Source: an optimization exercise on an open RTL-to-GDS flow (aim: small area, a short achievable clock period and few clock cycles per item). Production flows keep margins and buffers that such runs may drop. At most, simulation tests tie the RTL to the original design; equivalence was not proved. No activity file was given, so power comes from the tool's default toggle rates.

==> flow/design.v <==
package wdd_pkg;
  localparam int ValueW           = 32;
  localparam int WindowKW         = 5;
  localparam int DefaultMaxWindow = 16;
  typedef struct packed {
    logic signed [ValueW-1:0] value;
    logic                     last_item;
  } wdd_in_t;
  typedef struct packed {
    logic match_now;
    logic found_so_far;
    logic array_done;
  } wdd_out_t;
endpackage
module wdd_cell (
  input  logic                              in_window_i,
  input  logic signed [wdd_pkg::ValueW-1:0] probe_i,
  input  logic signed [wdd_pkg::ValueW-1:0] value_i,
  output logic                              hit_o
);
  assign hit_o = in_window_i && (value_i == probe_i);
endmodule
module windowed_duplicate_detector
#(
  parameter int MAX_WINDOW = wdd_pkg::DefaultMaxWindow
) (
  input  logic                clk_i,
  input  logic                rst_ni,
  input  logic                in_valid_i,
  output logic                in_stall_o,
  input  wdd_pkg::wdd_in_t             in_data_i,
  output logic                out_valid_o,
  input  logic                out_stall_i,
  output wdd_pkg::wdd_out_t            out_data_o,
  input  logic                cfg_we_i,
  input  logic [wdd_pkg::WindowKW-1:0] cfg_wdata_i
);
  localparam int N     = MAX_WINDOW;
  localparam int CntW  = (N > 15) ? 5 : (N > 7) ? 4 : (N > 3) ? 3 : (N > 1) ? 2 : 1;
  localparam int QD    = 4;
  logic [N:0][wdd_pkg::ValueW-1:0] ring_q;
  logic [CntW-1:0]              fill_q, fill_d;
  logic [CntW-1:0]              phase_q, phase_d;
  logic [wdd_pkg::WindowKW-1:0] window_k_q, window_k_d;
  logic                         stall_q, stall_d;
  logic                         in_xfer;
  logic                         pvalid_q;
  logic                         plast_q;
  logic [CntW-1:0]              span_q, span_d;
  logic [N-1:0]                 in_window;
  logic [N-1:0]                 hit_vec;
  logic [N-1:0]                 hit_q;
  logic                         hlast_q;
  logic                         hvalid_q;
  logic                         seen_q;
  wdd_pkg::wdd_out_t            res;
  logic [QD-1:0][2:0]           q_data, q_data_d;
  logic [QD-1:0]                q_valid, q_valid_d;
  logic                         pop;
  assign in_stall_o = stall_q;
  assign in_xfer    = in_valid_i && !stall_q;
  always_ff @(posedge clk_i) begin
    ring_q[0] <= in_xfer ? in_data_i.value : ring_q[N];
    for (int j = 1; j <= N; j++) begin
      ring_q[j] <= ring_q[j-1];
    end
  end
  always_comb begin
    fill_d  = fill_q;
    phase_d = (phase_q == CntW'(N)) ? '0 : phase_q + CntW'(1);
    if (in_xfer) begin
      phase_d = '0;
      if (in_data_i.last_item) begin
        fill_d = '0;
      end else if (fill_q != CntW'(N)) begin
        fill_d = fill_q + CntW'(1);
      end
    end
  end
  assign span_d = (32'(fill_q) < 32'(window_k_q)) ? fill_q : CntW'(window_k_q);
  always_comb begin
    if (32'(cfg_wdata_i) > N) begin
      window_k_d = wdd_pkg::WindowKW'(N);
    end else begin
      window_k_d = cfg_wdata_i;
    end
  end
  always_ff @(posedge clk_i or negedge rst_ni) begin
    if (!rst_ni) begin
      window_k_q <= '0;
    end else if (cfg_we_i) begin
      window_k_q <= window_k_d;
    end
  end
  always_ff @(posedge clk_i or negedge rst_ni) begin
    if (!rst_ni) begin
      fill_q   <= '0;
      phase_q  <= '0;
      pvalid_q <= 1'b0;
      hvalid_q <= 1'b0;
    end else begin
      fill_q   <= fill_d;
      phase_q  <= phase_d;
      pvalid_q <= in_xfer;
      hvalid_q <= pvalid_q;
    end
  end
  always_ff @(posedge clk_i) begin
    span_q  <= span_d;
    plast_q <= in_data_i.last_item;
    hit_q   <= hit_vec;
    hlast_q <= plast_q;
  end
  for (genvar gi = 0; gi < N; gi++) begin : g_cell
    assign in_window[gi] = (CntW'(gi) < span_q);
    wdd_cell u_cell (
      .in_window_i(in_window[gi]),
      .probe_i    (ring_q[0]),
      .value_i    (ring_q[gi+1]),
      .hit_o      (hit_vec[gi])
    );
  end
  always_comb begin
    res.match_now    = |hit_q;
    res.found_so_far = seen_q || res.match_now;
    res.array_done   = hlast_q;
  end
  always_ff @(posedge clk_i or negedge rst_ni) begin
    if (!rst_ni) begin
      seen_q <= 1'b0;
    end else if (hvalid_q) begin
      seen_q <= hlast_q ? 1'b0 : res.found_so_far;
    end
  end
  assign pop = q_valid[0] && !out_stall_i;
  always_comb begin
    logic [QD-1:0] v_after;
    logic          placed;
    v_after = pop ? (q_valid >> 1) : q_valid;
    placed  = 1'b0;
    q_valid_d = v_after;
    for (int e = 0; e < QD; e++) begin
      q_data_d[e] = (pop && e < QD - 1) ? q_data[(e < QD - 1) ? e + 1 : e] : q_data[e];
      if (hvalid_q && !placed && !v_after[e]) begin
        q_data_d[e]  = res;
        q_valid_d[e] = 1'b1;
        placed       = 1'b1;
      end
    end
  end
  always_ff @(posedge clk_i or negedge rst_ni) begin
    if (!rst_ni) begin
      q_valid <= '0;
    end else begin
      q_valid <= q_valid_d;
    end
  end
  always_ff @(posedge clk_i) begin
    for (int e = 0; e < QD; e++) begin
      q_data[e] <= q_data_d[e];
    end
  end
  assign stall_d = q_valid_d[QD-1] ||
                   (q_valid_d[QD-2] && (in_xfer || pvalid_q)) ||
                   (q_valid_d[QD-3] && in_xfer && pvalid_q) ||
                   ((fill_d != '0) && (phase_d != '0));
  always_ff @(posedge clk_i or negedge rst_ni) begin
    if (!rst_ni) begin
      stall_q <= 1'b0;
    end else begin
      stall_q <= stall_d;
    end
  end
  assign out_valid_o = q_valid[0];
  assign out_data_o  = q_data[0];
endmodule
module wdd_top (
  input  logic        clk_i,
  input  logic        rst_ni,
  input  logic        in_valid_i,
  output logic        in_stall_o,
  input  logic [31:0] in_value_i,
  input  logic        in_last_i,
  output logic        out_valid_o,
  input  logic        out_stall_i,
  output logic        out_match_now_o,
  output logic        out_found_so_far_o,
  output logic        out_array_done_o,
  input  logic        cfg_we_i,
  input  logic [4:0]  cfg_wdata_i
);
  wdd_pkg::wdd_in_t  in_data;
  wdd_pkg::wdd_out_t out_data;
  assign in_data.value     = in_value_i;
  assign in_data.last_item = in_last_i;
  windowed_duplicate_detector u_wdd (
    .clk_i(clk_i), .rst_ni(rst_ni),
    .in_valid_i(in_valid_i), .in_stall_o(in_stall_o), .in_data_i(in_data),
    .out_valid_o(out_valid_o), .out_stall_i(out_stall_i), .out_data_o(out_data),
    .cfg_we_i(cfg_we_i), .cfg_wdata_i(cfg_wdata_i)
  );
  assign out_match_now_o    = out_data.match_now;
  assign out_found_so_far_o = out_data.found_so_far;
  assign out_array_done_o   = out_data.array_done;
endmodule
==> flow/config.mk <==
export PLATFORM = sky130hd
export DESIGN_NAME = wdd_top
export DESIGN_NICKNAME = wdd_top
export VERILOG_FILES = /design/flow/design.v
export SDC_FILE = /design/flow/constraint.sdc
export NUM_CORES = 4
export LEC_CHECK = 0
export CAP_MARGIN = 20
export CORE_MARGIN = 2
export CORE_UTILIZATION = 65
export PLACE_DENSITY = 0.75
export SETUP_SLACK_MARGIN = 2.0
export SLEW_MARGIN = 20
==> flow/constraint.sdc <==
create_clock -name core_clock -period 4.0 [get_ports {clk_i}]
set_input_delay 0.8000 -clock core_clock [delete_from_list [all_inputs] [get_ports {clk_i}]]
set_output_delay 0.8000 -clock core_clock [all_outputs]
set_load 0.01 [all_outputs]
run.sh (not shown) runs the stock make flow with config.mk's settings and CLKGATE_MAP_FILE= SYNTH_SCRIPT=/design/flow/synth_recipe.tcl, a recipe that flattens the netlist after the stock synthesis.
Change:
--- a/flow/design.v
+++ b/flow/design.v
@@ -35,22 +35,23 @@
   input  logic                cfg_we_i,
   input  logic [wdd_pkg::WindowKW-1:0] cfg_wdata_i
 );
   localparam int N     = MAX_WINDOW;
+  localparam int PhW   = (N > 16) ? 5 : (N > 8) ? 4 : (N > 4) ? 3 : (N > 2) ? 2 : 1;
   localparam int CntW  = (N > 15) ? 5 : (N > 7) ? 4 : (N > 3) ? 3 : (N > 1) ? 2 : 1;
-  localparam int QD    = 4;
-  logic [N:0][wdd_pkg::ValueW-1:0] ring_q;
+  localparam int NGrp  = (N % 4 == 0) ? 4 : 1;
+  localparam int GrpSz = N / NGrp;
+  localparam int QD    = 3;
+  logic [N-1:0][wdd_pkg::ValueW-1:0] ring_q;
   logic [CntW-1:0]              fill_q, fill_d;
-  logic [CntW-1:0]              phase_q, phase_d;
+  logic [PhW-1:0]               phase_q, phase_d;
   logic [wdd_pkg::WindowKW-1:0] window_k_q, window_k_d;
   logic                         stall_q, stall_d;
   logic                         in_xfer;
-  logic                         pvalid_q;
-  logic                         plast_q;
-  logic [CntW-1:0]              span_q, span_d;
   logic [N-1:0]                 in_window;
   logic [N-1:0]                 hit_vec;
-  logic [N-1:0]                 hit_q;
+  logic [NGrp-1:0]              grp_hit;
+  logic [NGrp-1:0]              hit_q;
   logic                         hlast_q;
   logic                         hvalid_q;
   logic                         seen_q;
   wdd_pkg::wdd_out_t            res;
@@ -59,16 +60,28 @@
   logic                         pop;
   assign in_stall_o = stall_q;
   assign in_xfer    = in_valid_i && !stall_q;
   always_ff @(posedge clk_i) begin
-    ring_q[0] <= in_xfer ? in_data_i.value : ring_q[N];
-    for (int j = 1; j <= N; j++) begin
+    ring_q[0] <= in_xfer ? in_data_i.value : ring_q[N-1];
+    for (int j = 1; j < N; j++) begin
       ring_q[j] <= ring_q[j-1];
     end
   end
+  for (genvar gi = 0; gi < N; gi++) begin : g_cell
+    assign in_window[gi] = (CntW'(gi) < fill_q) && (32'(gi) < 32'(window_k_q));
+    wdd_cell u_cell (
+      .in_window_i(in_window[gi]),
+      .probe_i    (in_data_i.value),
+      .value_i    (ring_q[gi]),
+      .hit_o      (hit_vec[gi])
+    );
+  end
+  for (genvar gg = 0; gg < NGrp; gg++) begin : g_grp
+    assign grp_hit[gg] = |hit_vec[gg*GrpSz +: GrpSz];
+  end
   always_comb begin
     fill_d  = fill_q;
-    phase_d = (phase_q == CntW'(N)) ? '0 : phase_q + CntW'(1);
+    phase_d = (phase_q == PhW'(N - 1)) ? '0 : phase_q + PhW'(1);
     if (in_xfer) begin
       phase_d = '0;
       if (in_data_i.last_item) begin
         fill_d = '0;
@@ -76,9 +89,8 @@
         fill_d = fill_q + CntW'(1);
       end
     end
   end
-  assign span_d = (32'(fill_q) < 32'(window_k_q)) ? fill_q : CntW'(window_k_q);
   always_comb begin
     if (32'(cfg_wdata_i) > N) begin
       window_k_d = wdd_pkg::WindowKW'(N);
     end else begin
@@ -95,31 +107,18 @@
   always_ff @(posedge clk_i or negedge rst_ni) begin
     if (!rst_ni) begin
       fill_q   <= '0;
       phase_q  <= '0;
-      pvalid_q <= 1'b0;
       hvalid_q <= 1'b0;
     end else begin
       fill_q   <= fill_d;
       phase_q  <= phase_d;
-      pvalid_q <= in_xfer;
-      hvalid_q <= pvalid_q;
+      hvalid_q <= in_xfer;
     end
   end
   always_ff @(posedge clk_i) begin
-    span_q  <= span_d;
-    plast_q <= in_data_i.last_item;
-    hit_q   <= hit_vec;
-    hlast_q <= plast_q;
-  end
-  for (genvar gi = 0; gi < N; gi++) begin : g_cell
-    assign in_window[gi] = (CntW'(gi) < span_q);
-    wdd_cell u_cell (
-      .in_window_i(in_window[gi]),
-      .probe_i    (ring_q[0]),
-      .value_i    (ring_q[gi+1]),
-      .hit_o      (hit_vec[gi])
-    );
+    hit_q   <= grp_hit;
+    hlast_q <= in_data_i.last_item;
   end
   always_comb begin
     res.match_now    = |hit_q;
     res.found_so_far = seen_q || res.match_now;
@@ -159,11 +158,9 @@
     for (int e = 0; e < QD; e++) begin
       q_data[e] <= q_data_d[e];
     end
   end
-  assign stall_d = q_valid_d[QD-1] ||
-                   (q_valid_d[QD-2] && (in_xfer || pvalid_q)) ||
-                   (q_valid_d[QD-3] && in_xfer && pvalid_q) ||
+  assign stall_d = q_valid_d[QD-1] || (q_valid_d[QD-2] && in_xfer) ||
                    ((fill_d != '0) && (phase_d != '0));
   always_ff @(posedge clk_i or negedge rst_ni) begin
     if (!rst_ni) begin
       stall_q <= 1'b0;
Effect: Worst setup slack is worse by 0.076 ns; sequential power increases by about a fifth; area after synthesis decreases by a few percent; clock skew increases by 0.0083 ns; count of clock-buffer cells in the layout decreases by 13; power increases by about a fifth; maximum frequency decreases by a few percent; global-route usage increases by 10 points; via count increases by a little under a tenth; core utilization increases by 3.6 points; hold slack is better by 0.14 ns.
Testbench counts after the change, summed over its fixed seeds: cycles 16,795, items 16,384.
No functional check of the RTL was part of the first run of this note.


main:
// wdd_top: RTL as listed in full above, without the edits since
Settings: LEC_CHECK=0, CAP_MARGIN=20, CORE_MARGIN=2, CORE_UTILIZATION=40, SETUP_SLACK_MARGIN=2.0, SLEW_MARGIN=20; clock period 4.0 ns.
Edits applied to the flow inputs when going from main to the feature branch:
diff --git a/flow/design.v b/flow/design.v
--- a/flow/design.v
+++ b/flow/design.v
@@ -34,52 +34,64 @@
   output wdd_pkg::wdd_out_t            out_data_o,
   input  logic                cfg_we_i,
   input  logic [wdd_pkg::WindowKW-1:0] cfg_wdata_i
 );
   localparam int N     = MAX_WINDOW;
+  localparam int PhW   = (N > 16) ? 5 : (N > 8) ? 4 : (N > 4) ? 3 : (N > 2) ? 2 : 1;
   localparam int CntW  = (N > 15) ? 5 : (N > 7) ? 4 : (N > 3) ? 3 : (N > 1) ? 2 : 1;
-  localparam int QD    = 4;
-  logic [N:0][wdd_pkg::ValueW-1:0] ring_q;
+  localparam int NGrp  = (N % 4 == 0) ? 4 : 1;
+  localparam int GrpSz = N / NGrp;
+  localparam int QD    = 3;
+  logic [N-1:0][wdd_pkg::ValueW-1:0] ring_q;
   logic [CntW-1:0]              fill_q, fill_d;
-  logic [CntW-1:0]              phase_q, phase_d;
+  logic [PhW-1:0]               phase_q, phase_d;
   logic [wdd_pkg::WindowKW-1:0] window_k_q, window_k_d;
   logic                         stall_q, stall_d;
   logic                         in_xfer;
-  logic                         pvalid_q;
-  logic                         plast_q;
-  logic [CntW-1:0]              span_q, span_d;
   logic [N-1:0]                 in_window;
   logic [N-1:0]                 hit_vec;
-  logic [N-1:0]                 hit_q;
+  logic [NGrp-1:0]              grp_hit;
+  logic [NGrp-1:0]              hit_q;
   logic                         hlast_q;
   logic                         hvalid_q;
   logic                         seen_q;
   wdd_pkg::wdd_out_t            res;
   logic [QD-1:0][2:0]           q_data, q_data_d;
   logic [QD-1:0]                q_valid, q_valid_d;
   logic                         pop;
   assign in_stall_o = stall_q;
   assign in_xfer    = in_valid_i && !stall_q;
   always_ff @(posedge clk_i) begin
-    ring_q[0] <= in_xfer ? in_data_i.value : ring_q[N];
-    for (int j = 1; j <= N; j++) begin
+    ring_q[0] <= in_xfer ? in_data_i.value : ring_q[N-1];
+    for (int j = 1; j < N; j++) begin
       ring_q[j] <= ring_q[j-1];
     end
   end
+  for (genvar gi = 0; gi < N; gi++) begin : g_cell
+    assign in_window[gi] = (CntW'(gi) < fill_q) && (32'(gi) < 32'(window_k_q));
+    wdd_cell u_cell (
+      .in_window_i(in_window[gi]),
+      .probe_i    (in_data_i.value),
+      .value_i    (ring_q[gi]),
+      .hit_o      (hit_vec[gi])
+    );
+  end
+  for (genvar gg = 0; gg < NGrp; gg++) begin : g_grp
+    assign grp_hit[gg] = |hit_vec[gg*GrpSz +: GrpSz];
+  end
   always_comb begin
     fill_d  = fill_q;
-    phase_d = (phase_q == CntW'(N)) ? '0 : phase_q + CntW'(1);
+    phase_d = (phase_q == PhW'(N - 1)) ? '0 : phase_q + PhW'(1);
     if (in_xfer) begin
       phase_d = '0;
       if (in_data_i.last_item) begin
         fill_d = '0;
       end else if (fill_q != CntW'(N)) begin
         fill_d = fill_q + CntW'(1);
       end
     end
   end
-  assign span_d = (32'(fill_q) < 32'(window_k_q)) ? fill_q : CntW'(window_k_q);
   always_comb begin
     if (32'(cfg_wdata_i) > N) begin
       window_k_d = wdd_pkg::WindowKW'(N);
     end else begin
       window_k_d = cfg_wdata_i;
@@ -94,33 +106,20 @@
   end
   always_ff @(posedge clk_i or negedge rst_ni) begin
     if (!rst_ni) begin
       fill_q   <= '0;
       phase_q  <= '0;
-      pvalid_q <= 1'b0;
       hvalid_q <= 1'b0;
     end else begin
       fill_q   <= fill_d;
       phase_q  <= phase_d;
-      pvalid_q <= in_xfer;
-      hvalid_q <= pvalid_q;
+      hvalid_q <= in_xfer;
     end
   end
   always_ff @(posedge clk_i) begin
-    span_q  <= span_d;
-    plast_q <= in_data_i.last_item;
-    hit_q   <= hit_vec;
-    hlast_q <= plast_q;
-  end
-  for (genvar gi = 0; gi < N; gi++) begin : g_cell
-    assign in_window[gi] = (CntW'(gi) < span_q);
-    wdd_cell u_cell (
-      .in_window_i(in_window[gi]),
-      .probe_i    (ring_q[0]),
-      .value_i    (ring_q[gi+1]),
-      .hit_o      (hit_vec[gi])
-    );
+    hit_q   <= grp_hit;
+    hlast_q <= in_data_i.last_item;
   end
   always_comb begin
     res.match_now    = |hit_q;
     res.found_so_far = seen_q || res.match_now;
     res.array_done   = hlast_q;
@@ -158,13 +157,11 @@
   always_ff @(posedge clk_i) begin
     for (int e = 0; e < QD; e++) begin
       q_data[e] <= q_data_d[e];
     end
   end
-  assign stall_d = q_valid_d[QD-1] ||
-                   (q_valid_d[QD-2] && (in_xfer || pvalid_q)) ||
-                   (q_valid_d[QD-3] && in_xfer && pvalid_q) ||
+  assign stall_d = q_valid_d[QD-1] || (q_valid_d[QD-2] && in_xfer) ||
                    ((fill_d != '0) && (phase_d != '0));
   always_ff @(posedge clk_i or negedge rst_ni) begin
     if (!rst_ni) begin
       stall_q <= 1'b0;
     end else begin
--- outcome ---
- The final layout from the feature branch, which completed every stage, passed the timing, DRC and antenna checks at the end of the flow.
- Number of instances in the synthesized netlist (lower): the feature branch
- The total clock network power of the feature branch was superior to that of main.
- Going from main to the feature branch, data arrival time of the critical path did not really move, wire length went up, post-layout instance count excluding filler cells went down, fraction of final layout cells sized beyond drive strength 1 went up, final design instance area without fill went down.
Testbench counts of the feature branch, summed over its fixed seeds: cycles 16,795, items 16,384.
For main, only the layout was checked, not whether the RTL still works.

re-timing with driven ports:
The results above use ideal ports. As a check the final layouts listed here were re-extracted and re-timed, cells and wires unchanged.
Step 1 (the two cells are an assumption about what drives the block):
set clk [get_ports {clk_i}]
set_driving_cell -lib_cell sky130_fd_sc_hd__clkbuf_16 $clk
set_driving_cell -lib_cell sky130_fd_sc_hd__buf_2 [delete_from_list [all_inputs] $clk]
Step 2, shift: input delay + t, output delay - t, t = (earliest + latest rising clock arrival at the registers) / 2. This alone moves slack from input paths to output paths.
a / b / c = ideal / step 1 / step 2; a / b = the first two.
| run | t, ns | slack for setup (ns) | latest minus earliest clock arrival (ns) |
|---|---|---|---|
| the first run of note 1 | 0.616 | 2.003 / 2.003 / 1.540 | 0.012 / 0.012 |
| the second run of note 1 | 0.611 | 1.926 / 1.926 / 1.371 | 0.022 / 0.022 |
| main | 0.661 | 2.026 / 1.992 / 1.521 | 0.031 / 0.031 |
| the feature branch | 0.651 | 1.958 / 1.973 / 1.341 | 0.015 / 0.015 |
After both steps every run listed still meets setup and hold. For the feature branch, which loses most, drivers alone change the setup slack by +0.015 ns; drivers and shift together by -0.617 ns.
